Context: an optimization exercise on an open-source flow, tuned for small area. The choices shown serve that exercise and are no tape-out recipe. The RTL was checked by simulation tests, not by an equivalence proof against the original design. Power and IR drop assume default switching activity.

==> pepper: inputs <==
==> flow/design.v <==
`default_nettype none
package laser_pkg;
    localparam int COORD_W = 4;
    localparam int GRID_SIZE = 16;
    localparam int NUM_POINTS = 40;
    localparam int CAND_W = 8;
    localparam int CNT_W = 6;
    localparam int LANES = 3;
    localparam int SWEEP = 14;
    localparam logic [9:0] SEQ_START = 10'd216;    
    localparam logic [9:0] SEQ_LAST  = 10'd772;    
    typedef logic [COORD_W-1:0] coord_t;
    typedef logic [CNT_W-1:0] count_t;
endpackage
`default_nettype wire
`timescale 1ns/100ps
`default_nettype none
import laser_pkg::*;
module point_store
(
    input  logic        CLK,
    input  logic        load,
    input  laser_pkg::coord_t      wr_x,
    input  laser_pkg::coord_t      wr_y,
    output logic [laser_pkg::LANES-1:0][laser_pkg::COORD_W-1:0] tap_x,
    output logic [laser_pkg::LANES-1:0][laser_pkg::COORD_W-1:0] tap_y
);
    logic [NUM_POINTS-1:0][COORD_W-1:0] mem_x;
    logic [NUM_POINTS-1:0][COORD_W-1:0] mem_y;
    always_ff @(posedge CLK)
    begin
        mem_x[0] <= load ? wr_x : mem_x[NUM_POINTS-1];
        mem_y[0] <= load ? wr_y : mem_y[NUM_POINTS-1];
        for (int i = 1; i < NUM_POINTS; i++)
        begin
            mem_x[i] <= mem_x[i-1];
            mem_y[i] <= mem_y[i-1];
        end
    end
    always_comb
    begin
        for (int l = 0; l < LANES; l++)
        begin
            tap_x[l] = mem_x[NUM_POINTS-1-SWEEP*l];
            tap_y[l] = mem_y[NUM_POINTS-1-SWEEP*l];
        end
    end
endmodule
`default_nettype wire
`timescale 1ns/100ps
`default_nettype none
import laser_pkg::*;
module coverage_counter
(
    input  logic    CLK,
    input  logic [laser_pkg::LANES-1:0][laser_pkg::COORD_W-1:0] tap_x,
    input  logic [laser_pkg::LANES-1:0][laser_pkg::COORD_W-1:0] tap_y,
    input  logic [laser_pkg::LANES-1:0] lane_on,
    input  laser_pkg::coord_t  row,
    input  logic    clear,
    input  logic    second_pass,
    input  laser_pkg::coord_t  c1_x,
    input  laser_pkg::coord_t  c1_y,
    output logic [laser_pkg::GRID_SIZE-1:0][laser_pkg::CNT_W-1:0] cnt
);
    function automatic logic [3:0] near(laser_pkg::coord_t a, laser_pkg::coord_t b);
        logic [1:0] ah, bh, al, bl;
        logic       hz, hp, hm, eq, e3, lem2, gep2, lt, gt;
        ah   = a[3:2];
        bh   = b[3:2];
        al   = a[1:0];
        bl   = b[1:0];
        hz   = (ah == bh);
        hp   = (ah == bh + 2'd1) && (bh != 2'd3);
        hm   = (bh == ah + 2'd1) && (ah != 2'd3);
        eq   = (al == bl);
        lt   = (al < bl);
        gt   = (al > bl);
        e3   = (al == 2'd3 && bl == 2'd0) || (al == 2'd0 && bl == 2'd3);
        lem2 = (al == 2'd0 && bl[1]) || (al == 2'd1 && bl == 2'd3);
        gep2 = (bl == 2'd0 && al[1]) || (bl == 2'd1 && al == 2'd3);
        near[0] = hz && eq;
        near[1] = (hz && !e3) || (hp && lem2) || (hm && gep2);
        near[2] = hz || (hp && lt) || (hm && gt);
        near[3] = hz || (hp && !gt) || (hm && !lt);
    endfunction
    function automatic logic within_radius(laser_pkg::coord_t ax, laser_pkg::coord_t ay, laser_pkg::coord_t bx, laser_pkg::coord_t by);
        logic [3:0] nx;
        logic [3:0] ny;
        nx = near(ax, bx);
        ny = near(ay, by);
        within_radius = (ny[3] && nx[0]) || (ny[2] && nx[1]) || (ny[1] && nx[2]) || (ny[0] && nx[3]);
    endfunction
    logic [LANES-1:0][GRID_SIZE-1:0] mark;
    always_comb
    begin
        for (int l = 0; l < LANES; l++)
        begin
            logic [3:0] ny;
            logic       live;
            ny   = near(tap_y[l], row);
            live = lane_on[l] && !(second_pass && within_radius(tap_x[l], tap_y[l], c1_x, c1_y));
            for (int j = 0; j < GRID_SIZE; j++)
            begin
                logic [3:0] nx;
                nx = near(tap_x[l], COORD_W'(j));
                mark[l][j] = live && ((ny[3] && nx[0]) || (ny[2] && nx[1]) || (ny[1] && nx[2]) || (ny[0] && nx[3]));
            end
        end
    end
    always_ff @(posedge CLK)
    begin
        for (int j = 0; j < GRID_SIZE; j++)
        begin
            cnt[j] <= (clear ? CNT_W'(0) : cnt[j]) + CNT_W'(mark[0][j]) + CNT_W'(mark[1][j]) + CNT_W'(mark[2][j]);
        end
    end
endmodule
`default_nettype wire
`timescale 1ns/100ps
`default_nettype none
import laser_pkg::*;
module best_center_tracker
(
    input  logic    CLK,
    input  logic [laser_pkg::GRID_SIZE-1:0][laser_pkg::CNT_W-1:0] cnt,
    input  laser_pkg::coord_t  row,
    input  logic    rank,
    input  logic    keep_c1,
    output logic [laser_pkg::CAND_W-1:0] best_idx,
    output logic [laser_pkg::CAND_W-1:0] c1_idx
);
    laser_pkg::count_t  best_cnt;
    logic [GRID_SIZE-1:0] alive;
    laser_pkg::count_t    row_cnt;
    logic [3:0]           row_col;
    logic                 take;
    always_comb
    begin
        alive = '1;
        for (int b = CNT_W - 1; b >= 0; b--)
        begin
            logic any;
            any = 1'b0;
            for (int j = 0; j < GRID_SIZE; j++)
                any = any | (alive[j] & cnt[j][b]);
            row_cnt[b] = any;
            for (int j = 0; j < GRID_SIZE; j++)
                alive[j] = alive[j] & (cnt[j][b] | !any);
        end
        row_col = 4'd0;
        for (int j = GRID_SIZE - 1; j >= 0; j--)
            if (alive[j])
                row_col = 4'(j);
    end
    assign take = (row == 4'd0) || (row_cnt > best_cnt);
    always_ff @(posedge CLK)
    begin
        if (rank && take)
        begin
            best_cnt <= row_cnt;
            best_idx <= {row, row_col};
        end
        if (keep_c1)
            c1_idx <= best_idx;
    end
endmodule
`default_nettype wire
`timescale 1ns/100ps
`default_nettype none
import laser_pkg::*;
module laser_ctrl
(
    input  logic        CLK,
    input  logic        RST,
    output logic        load,
    output laser_pkg::coord_t      row,
    output logic [laser_pkg::LANES-1:0] lane_on,
    output logic        clear,
    output logic        rank,
    output logic        keep_c1,
    output logic        second_pass,
    output logic        done
);
    logic [9:0] seq;
    logic       last;
    logic       in_pass;
    logic [3:0] step;
    assign last = seq[9] && seq[8] && seq[2];
    always_ff @(posedge CLK or posedge RST)
    begin
        if (RST)
        begin
            seq  <= SEQ_START;
            done <= 1'b0;
        end
        else
        begin
            seq  <= last ? SEQ_START : seq + 1'b1;
            done <= last;
        end
    end
    assign load        = (seq[9:8] == 2'd0);
    assign second_pass = (seq[9:8] == 2'd2);
    assign in_pass     = (seq[9:8] == 2'd1) || second_pass;
    assign row         = seq[7:4];
    assign step        = seq[3:0];
    assign clear       = (step == 4'd0);
    assign rank        = in_pass && (step == 4'(SWEEP));
    assign keep_c1     = (seq[9:8] == 2'd1) && (seq[7:0] == 8'hff);
    assign lane_on[0]  = in_pass && (step < 4'(SWEEP));
    assign lane_on[1]  = in_pass && (step < 4'(SWEEP));
    assign lane_on[2]  = in_pass && (step < 4'(SWEEP - 2));
endmodule
`default_nettype wire
`timescale 1ns/100ps
`default_nettype none
import laser_pkg::*;
module laser_top
(
    input  logic    CLK,
    input  logic    RST,
    input  laser_pkg::coord_t  x,
    input  laser_pkg::coord_t  y,
    output laser_pkg::coord_t  c1x,
    output laser_pkg::coord_t  c1y,
    output laser_pkg::coord_t  c2x,
    output laser_pkg::coord_t  c2y,
    output logic    done
);
    logic        load;
    laser_pkg::coord_t row;
    logic [LANES-1:0] lane_on;
    logic        clear;
    logic        rank;
    logic        keep_c1;
    logic        second_pass;
    logic [LANES-1:0][COORD_W-1:0] tap_x;
    logic [LANES-1:0][COORD_W-1:0] tap_y;
    logic [GRID_SIZE-1:0][CNT_W-1:0] cnt;
    logic [CAND_W-1:0] best_idx;
    logic [CAND_W-1:0] c1_idx;
    laser_ctrl u_ctrl (
        .CLK, .RST, .load, .row, .lane_on, .clear, .rank, .keep_c1, .second_pass, .done
    );
    point_store u_store (
        .CLK, .load,
        .wr_x (x),
        .wr_y (y),
        .tap_x, .tap_y
    );
    coverage_counter u_counter (
        .CLK, .tap_x, .tap_y, .lane_on, .row, .clear, .second_pass,
        .c1_x (c1_idx[3:0]),
        .c1_y (c1_idx[7:4]),
        .cnt
    );
    best_center_tracker u_tracker (
        .CLK, .cnt, .row, .rank, .keep_c1, .best_idx, .c1_idx
    );
    assign c1x = done ? c1_idx[3:0] : '0;
    assign c1y = done ? c1_idx[7:4] : '0;
    assign c2x = done ? best_idx[3:0] : '0;
    assign c2y = done ? best_idx[7:4] : '0;
endmodule
`default_nettype wire
==> flow/run.sh <==
#!/bin/bash
# synth_recipe.tcl (not shown) runs the flow's synth.tcl, then flattens the netlist and writes it again
# the make line also repeats each setting of config.mk as NAME=value (left out here)
make -C /OpenROAD-flow-scripts/flow DESIGN_CONFIG=/design/flow/config.mk WORK_HOME=/design/flow/orfs CLKGATE_MAP_FILE= SYNTH_SCRIPT=/design/flow/synth_recipe.tcl finish
==> flow/config.mk <==
export PLATFORM = sky130hd
export DESIGN_NAME = laser_top
export DESIGN_NICKNAME = laser_top
export VERILOG_FILES = /design/flow/design.v
export SDC_FILE = /design/flow/constraint.sdc
export NUM_CORES = 4
export LEC_CHECK = 0
export CAP_MARGIN = 20
export CORE_MARGIN = 2
export CORE_UTILIZATION = 40
export CTS_BUF_LIST = sky130_fd_sc_hd__clkbuf_4 sky130_fd_sc_hd__clkbuf_8
export CTS_CLUSTER_DIAMETER = 40
export CTS_CLUSTER_SIZE = 10
export SLEW_MARGIN = 20
==> flow/constraint.sdc <==
create_clock -name core_clock -period 12.0 [get_ports {CLK}]
set_input_delay 2.4000 -clock core_clock [delete_from_list [all_inputs] [get_ports {CLK}]]
set_output_delay 2.4000 -clock core_clock [all_outputs]
set_load 0.01 [all_outputs]
==> inputs of maple, as changes to pepper <==
==> flow/flow/run.sh (new file) <==
#!/bin/bash
# Standard layout, logged to a file of its own.
bash standard.sh > standard.log 2>&1
==> flow/standard.sh (new file) <==
#!/bin/bash
# synth_recipe.tcl (not shown) runs the flow's synth.tcl, then flattens the netlist and writes it again
# the make line also repeats each setting of config.mk as NAME=value (left out here)
make -C /OpenROAD-flow-scripts/flow DESIGN_CONFIG=/design/flow/config.mk WORK_HOME=/design/flow/orfs CLKGATE_MAP_FILE= SYNTH_SCRIPT=/design/flow/synth_recipe.tcl "${@:-finish}"
CTS_BUF_LIST = default   (was sky130_fd_sc_hd__clkbuf_4 sky130_fd_sc_hd__clkbuf_8)
CTS_CLUSTER_DIAMETER = default   (was 40)
CTS_CLUSTER_SIZE = default   (was 10)
removed: flow/run.sh
==> inputs of cedar, as changes to pepper <==
CTS_BUF_LIST = sky130_fd_sc_hd__clkbuf_8   (was sky130_fd_sc_hd__clkbuf_4 sky130_fd_sc_hd__clkbuf_8)
CTS_CLUSTER_DIAMETER = 50   (was 40)
CTS_CLUSTER_SIZE = 16   (was 10)
==> comparison table <==
Status: pepper timing/DRC/antenna clean; maple timing/DRC/antenna clean; cedar timing/DRC/antenna clean
Finished layout cell area: pepper 20840 sq um; maple 20990 sq um; cedar 20340 sq um
Routed wire length: pepper 50.71 mm; maple 51.02 mm; cedar 50.35 mm
Power Density: pepper 145.2 nW/um^2; maple 149.7 nW/um^2; cedar 131.5 nW/um^2
Global-route met1 utilization: pepper 31.86%; maple 32.27%; cedar 31.95%
Area overhead of the layout relative to synthesis: pepper 11.81%; maple 12.60%; cedar 9.149%
FILL cells: pepper 4435; maple 4398; cedar 4487
Net count reported at finish: pepper 2076; maple 2056; cedar 2054
Minimum clock period after layout: pepper 8700 ps; maple 8705 ps; cedar 8721 ps
Post-route non-filler standard cell count: pepper 2587; maple 2569; cedar 2554
Hold slack final: pepper 314.5 ps; maple 298.2 ps; cedar 309.9 ps
Sequential share of power: pepper 52.2%; maple 50.3%; cedar 59.0%
CP startpoint: pepper u_counter.cnt[11]$_DFF_P_; maple u_counter.cnt[5]$_DFF_P_; cedar u_counter.cnt[23]$_DFF_P_
Fin Clk Skew: pepper 36.26 ps; maple 37.62 ps; cedar 30.95 ps
Global routing usage on met2: pepper 31.12%; maple 31.47%; cedar 31.00%
Share of cell area taken by flip-flops and latches: pepper 44.47%; maple 44.16%; cedar 45.56%
Capture instance of the worst register-to-register path: pepper u_tracker.best_idx[3]$_SDFFCE_PP0P_; maple u_tracker.best_cnt[0]$_DFFE_PP_; cedar u_tracker.best_cnt[0]$_DFFE_PP_
Period Utilization, post-route: pepper 72.50%; maple 72.55%; cedar 72.68%
Worst Hold Path EP: pepper u_store.mem_y[43]$_DFF_P_; maple u_store.mem_x[157]$_DFF_P_; cedar u_store.mem_y[112]$_DFF_P_
Mean number of vias per cell: pepper 5.524; maple 5.532; cedar 5.546
Static leakage: pepper 8.656 nW; maple 8.700 nW; cedar 8.402 nW
CTS H-tree lvls: pepper 3; maple 2; cedar 2
Power attributed to the clock group: pepper 0.00132 W; maple 0.00143 W; cedar 0.000965 W
Switching part of the total: pepper 22.76%; maple 23.52%; cedar 24.69%
Final cell utilization of the core: pepper 45.05%; maple 45.37%; cedar 43.98%

re-timing with driven ports:
The flow's constraints put no driver on any port. The routed layouts listed below were extracted and timed again, unchanged, in two steps.
Step 1, drivers: a clkbuf_16 drives CLK and a buf_2 each remaining input, both assumed.
Step 2 also shifts input and output timing later by t, the mid clock arrival at the registers, as if the neighbouring blocks saw the same clock.
a / b / c = ideal ports / drivers / drivers and shift; a / b = the first two.
run	t, ns	setup slack, ns	hold WS [ns]	worst setup path after step 2	pins driven straight from the clock port
pepper	0.699	3.300 / 3.300 / 3.300	0.314 / 0.314 / 0.314	register to register	1
maple	0.646	3.295 / 3.295 / 3.295	0.298 / 0.298 / 0.298	register to register	1
cedar	0.678	3.279 / 3.279 / 3.279	0.310 / 0.310 / 0.310	register to register	1
After both steps setup and hold are still met in every run listed.
